From an optimization exercise on the open Yosys and OpenROAD flow, aimed at small area; shortcuts taken in it are not production practice.
The RTL was checked by simulation tests, not by an equivalence proof against the original design.
The clock port is modelled as an ideal driver; clocking choices that lean on that would not hold on a real chip.
Power figures rest on the tool's default switching activity, not on a simulated workload.

Setup of 07-19:
==> flow/design.v (excerpt) <==
module sixAxisCtrl
#(
	parameter int NUM_AXES = 6,
	parameter int PHASE_PERIOD = 200,
	parameter int GPOUT_WIDTH = 4
)
(
	input	logic						clk,
	input	logic						rst,
	input	logic						plbEn,
	input	logic						plbRd,
	input	logic						plbWr,
	input	logic	[31:0]				plbAddr,
	input	logic	[31:0]				plbWrData,
	output	logic						plbReady,
	output	logic	[31:0]				plbRdData,
	output	logic	[NUM_AXES-1:0]		mAlarm,
	output	logic	[NUM_AXES-1:0]		mDir,
	output	logic	[NUM_AXES-1:0]		mStep,
	output	logic	[GPOUT_WIDTH-1:0]	gpout
);
	logic ph1;
	logic ph2;
	logic ph3;
	logic digitOdd;
	localparam int PASS_BITS = $clog2(PHASE_PERIOD) - 3;
	logic [PASS_BITS-1:0] passIndex;
	logic digitFirst;
	logic digitLast;
	logic [NUM_AXES-1:0] prgmReq;
	logic [NUM_AXES-1:0] prgmAck;
	logic [NUM_AXES-1:0] prgmForward;
	motionPkg::accelT [NUM_AXES-1:0] prgmAccel;
	motionPkg::sampleCountT [NUM_AXES-1:0] prgmAccelSamples;
	motionPkg::sampleCountT [NUM_AXES-1:0] prgmCruiseSamples;
	logic [NUM_AXES-1:0] busy;
	logic [NUM_AXES-1:0] setEnable;
	motionPkg::positionT setPosition;
	logic [NUM_AXES-1:0] prgmNzAccel;
	logic [NUM_AXES-1:0] prgmNzCruise;
	motionPkg::limitT [NUM_AXES-1:0] limitLo;
	motionPkg::limitT [NUM_AXES-1:0] limitHi;
	logic [NUM_AXES-1:0] alarmClear;
	motionPkg::positionT [NUM_AXES-1:0] position;
	logic [NUM_AXES-1:0] stepStrobe;
	logic [NUM_AXES-1:0] stepDir;
	logic [NUM_AXES-1:0] slotPass1;
  ...
Size: ~5000 cells after synthesis, roughly 120 I/O pins.
export LEC_CHECK = 0
export CAP_MARGIN = 20
export CORE_MARGIN = 2
export CORE_UTILIZATION = 65
export PLACE_DENSITY = 0.75
export SLEW_MARGIN = 20
create_clock -name core_clock -period 10.0 [get_ports {clk}]
standard.sh (not shown) runs the stock make flow with config.mk's settings and CLKGATE_MAP_FILE= SYNTH_SCRIPT=/design/flow/synth_recipe.tcl, a recipe that flattens the netlist after the stock synthesis.
==> flow/flow/run.sh <==
#!/bin/bash
# Own layout flow: the standard flow (standard.sh: ORFS synthesis with the
# same registers, floorplan, placement, CTS, routing) with changes to how
# cells are chosen and added:
#  - synthesis maps the combinational logic with an area-oriented ABC script
#    (delay relaxed, three choice/mapping rounds); the registers come from
#    dfflibmap before ABC and are the standard synthesis's
#  - clock tree: clkbuf_8 buffers, sink clusters of up to 16 within 60 um,
#    no dummy loads (clock_tree_synthesis -dont_use_dummy_load)
#  - port buffers: the smallest buffer, sky130_fd_sc_hd__buf_1
# Every step's full output stays in orfs/logs/; make's output goes to standard.log.
set -euo pipefail

# ORFS scripts with only the ABC mapping script replaced
rm -rf scripts_area
cp -r "$FLOW_HOME/scripts" scripts_area
R='&nf -R 1000 -p -F 8 -A 4 -C 32'
printf '&get -n\n&st\n&dch -f\n%s\n&st\n&dch -f\n%s\n&st\n&dch -f\n%s\n&put\n' "$R" "$R" "$R" > scripts_area/abc_speed.script
export SCRIPTS_DIR="$PWD/scripts_area"

export CTS_ARGS="-sink_clustering_enable -repair_clock_nets -dont_use_dummy_load -sink_clustering_size 16 -sink_clustering_max_diameter 60 -buf_list sky130_fd_sc_hd__clkbuf_8"
export BUFFER_PORTS_ARGS="-buffer_cell sky130_fd_sc_hd__buf_1"
bash standard.sh > standard.log 2>&1
07-19 went all the way through synthesis, placement and routing and the layout is clean on timing, DRC and antenna.
Here is what was changed in the inputs of 05-13 compared with 07-19.
diff --git a/flow/flow/run.sh b/flow/flow/run.sh
--- a/flow/flow/run.sh
+++ b/flow/flow/run.sh
@@ -7,4 +7,4 @@
 #    dfflibmap before ABC and are the standard synthesis's
-#  - clock tree: clkbuf_8 buffers, sink clusters of up to 16 within 60 um,
-#    no dummy loads (clock_tree_synthesis -dont_use_dummy_load)
+#  - clock tree: larger sink clusters and no dummy loads
+#    (clock_tree_synthesis -dont_use_dummy_load)
 #  - port buffers: the smallest buffer, sky130_fd_sc_hd__buf_1
@@ -20,4 +20,4 @@
 
-export CTS_ARGS="-sink_clustering_enable -repair_clock_nets -dont_use_dummy_load -sink_clustering_size 16 -sink_clustering_max_diameter 60 -buf_list sky130_fd_sc_hd__clkbuf_8"
+export CTS_ARGS="-sink_clustering_enable -repair_clock_nets -dont_use_dummy_load -sink_clustering_size 25 -sink_clustering_max_diameter 80"
 export BUFFER_PORTS_ARGS="-buffer_cell sky130_fd_sc_hd__buf_1"
-bash standard.sh > standard.log 2>&1
+bash standard.sh ${FLOW_TARGET:-finish} > standard.log 2>&1
Results
The lower initial antenna violation count came out of 05-13.
Clock group share of total power in 05-13 is 1.2 points higher than in 07-19
Global-route wire length before repair up 0.44% in 05-13 wrt 07-19
Compared with 07-19, 05-13 shows average detailed-routed wire length per instance that has gone up slightly.

---

Another version of the RTL of sixAxisCtrl (not shown whole).
Size: ~5,700 cells after synthesis, roughly 2,200 flip-flops.
clock: 10.0 ns
lec_check: 0
cap_margin: 20
core_margin: 2
core_utilization: 40
slew_margin: 20
==> flow/flow/run.sh <==
#!/bin/bash
# Own layout flow: the standard flow (standard.sh, unchanged synthesis,
# floorplan, placement and routing) with two changes to the cells it adds:
#  - clock tree: larger sink clusters and no dummy loads
#    (clock_tree_synthesis -dont_use_dummy_load)
#  - port buffers: the smallest buffer, sky130_fd_sc_hd__buf_1
# Every step's full output stays in orfs/logs/; make's output goes to standard.log.
set -euo pipefail
export CTS_ARGS="-sink_clustering_enable -repair_clock_nets -dont_use_dummy_load -sink_clustering_size 25 -sink_clustering_max_diameter 80"
export BUFFER_PORTS_ARGS="-buffer_cell sky130_fd_sc_hd__buf_1"
bash standard.sh > standard.log 2>&1
The first run finished clean.
Change:
==> flow/run.sh (new file) <==
#!/bin/bash
# synth_recipe.tcl (not shown) runs the flow's synth.tcl, then flattens the netlist and writes it again
# the make line also repeats each setting of config.mk as NAME=value (left out here)
make -C /OpenROAD-flow-scripts/flow DESIGN_CONFIG=/design/flow/config.mk WORK_HOME=/design/flow/orfs CLKGATE_MAP_FILE= SYNTH_SCRIPT=/design/flow/synth_recipe.tcl finish
- CTS_CLUSTER_DIAMETER: default -> 80
- CTS_CLUSTER_SIZE: default -> 25
removed: flow/flow/run.sh
removed: flow/standard.sh
Setup slack got worse by 0.31 ns; non-clock buffer count does not change; synthesized cell count stays the same; wire length rose slightly; critical path depth fell by 10.

---

Another version of the RTL of sixAxisCtrl (not shown whole).
For scale: roughly 5700 cells after synthesis, about 2200 flip-flops, about 120 I/O pins, roughly 74000 sq um of cells after synthesis.
==> flow/config.mk <==
export PLATFORM = sky130hd
export DESIGN_NAME = sixAxisCtrl
export DESIGN_NICKNAME = sixAxisCtrl
export VERILOG_FILES = /design/flow/design.v
export SDC_FILE = /design/flow/constraint.sdc
export NUM_CORES = 4
export LEC_CHECK = 0
export CAP_MARGIN = 20
export CORE_MARGIN = 2
export CORE_UTILIZATION = 65
export PLACE_DENSITY = 0.75
export SLEW_MARGIN = 20
==> flow/constraint.sdc <==
create_clock -name core_clock -period 10.0 [get_ports {clk}]
set_input_delay 2.0000 -clock core_clock [delete_from_list [all_inputs] [get_ports {clk}]]
set_output_delay 2.0000 -clock core_clock [all_outputs]
set_load 0.01 [all_outputs]
==> flow/flow/run.sh <==
#!/bin/bash
# Own layout flow: the standard flow (standard.sh, unchanged synthesis,
# floorplan, placement and routing) with two changes to the cells it adds:
#  - clock tree: larger sink clusters and no dummy loads
#    (clock_tree_synthesis -dont_use_dummy_load)
#  - port buffers: the smallest buffer, sky130_fd_sc_hd__buf_1
# Every step's full output stays in orfs/logs/; make's output goes to standard.log.
set -euo pipefail
export CTS_ARGS="-sink_clustering_enable -repair_clock_nets -dont_use_dummy_load -sink_clustering_size 25 -sink_clustering_max_diameter 80"
export BUFFER_PORTS_ARGS="-buffer_cell sky130_fd_sc_hd__buf_1"
bash standard.sh > standard.log 2>&1
Then changed:
--- a/flow/flow/run.sh
+++ b/flow/flow/run.sh
@@ -2,2 +2,6 @@
-# Own layout flow: the standard flow (standard.sh, unchanged synthesis,
-# floorplan, placement and routing) with two changes to the cells it adds:
+# Own layout flow: the standard flow (standard.sh: ORFS synthesis with the
+# same registers, floorplan, placement, CTS, routing) with changes to how
+# cells are chosen and added:
+#  - synthesis maps the combinational logic with an area-oriented ABC script
+#    (delay relaxed, three choice/mapping rounds); the registers come from
+#    dfflibmap before ABC and are the standard synthesis's
@@ -8,0 +13,8 @@
+
+# ORFS scripts with only the ABC mapping script replaced
+rm -rf scripts_area
+cp -r "$FLOW_HOME/scripts" scripts_area
+R='&nf -R 1000 -p -F 8 -A 4 -C 32'
+printf '&get -n\n&st\n&dch -f\n%s\n&st\n&dch -f\n%s\n&st\n&dch -f\n%s\n&put\n' "$R" "$R" "$R" > scripts_area/abc_speed.script
+export SCRIPTS_DIR="$PWD/scripts_area"
+
@@ -11 +23 @@
-bash standard.sh > standard.log 2>&1
+bash standard.sh ${FLOW_TARGET:-finish} > standard.log 2>&1
Effect:
- The new run completed without violations
- die area falls by a few percent
- sequential power is about the same
- clock-buffer cell count came out lower by 1
- setup slack improved by 790 ps

## static timing again, ports no longer ideal
The flow's constraints put no driver on any port. The routed layouts listed below were extracted and timed again, unchanged, in two steps.
Step 1 sets driving cells, clkbuf_16 on the clock port and buf_2 on the other inputs (assumed; they add their load-dependent delay and slew).
Step 2 moves the port delays by t, midway between the first and last clock arrival at a register: inputs arrive t later, outputs are due t later. That takes back most of the time a late clock gives input paths.
Three values: no drivers, after step 1, after step 2; two values: the first two.
run | t (ns) | setup WS [ns] | worst register clock-pin slew, ns | worst slew at a driven data input, ns | cell pins on the clock port's net
07-19 | 0.952 | 3.884 / 3.884 / 3.884 | 0.11 / 0.11 | 0.11 | 1
05-13 | 0.808 | 3.857 / 3.857 / 3.857 | 0.11 / 0.11 | 0.11 | 1
the first run of note 2 | 0.862 | 4.103 / 4.103 / 3.555 | 0.11 / 0.11 | 0.14 | 1
the second run of note 2 | 0.876 | 3.792 / 3.845 / 2.969 | 0.11 / 0.11 | 0.10 | 1
the first run of note 3 | 0.810 | 3.462 / 3.462 / 3.462 | 0.11 / 0.11 | 0.08 | 1
the second run of note 3 | 0.804 | 4.250 / 4.250 / 4.250 | 0.11 / 0.11 | 0.04 | 1
After both steps setup and hold are still met in every run listed. The setup slack of the second run of note 2, which loses most, moves by +0.053 ns with the drivers and by -0.823 ns with both steps.
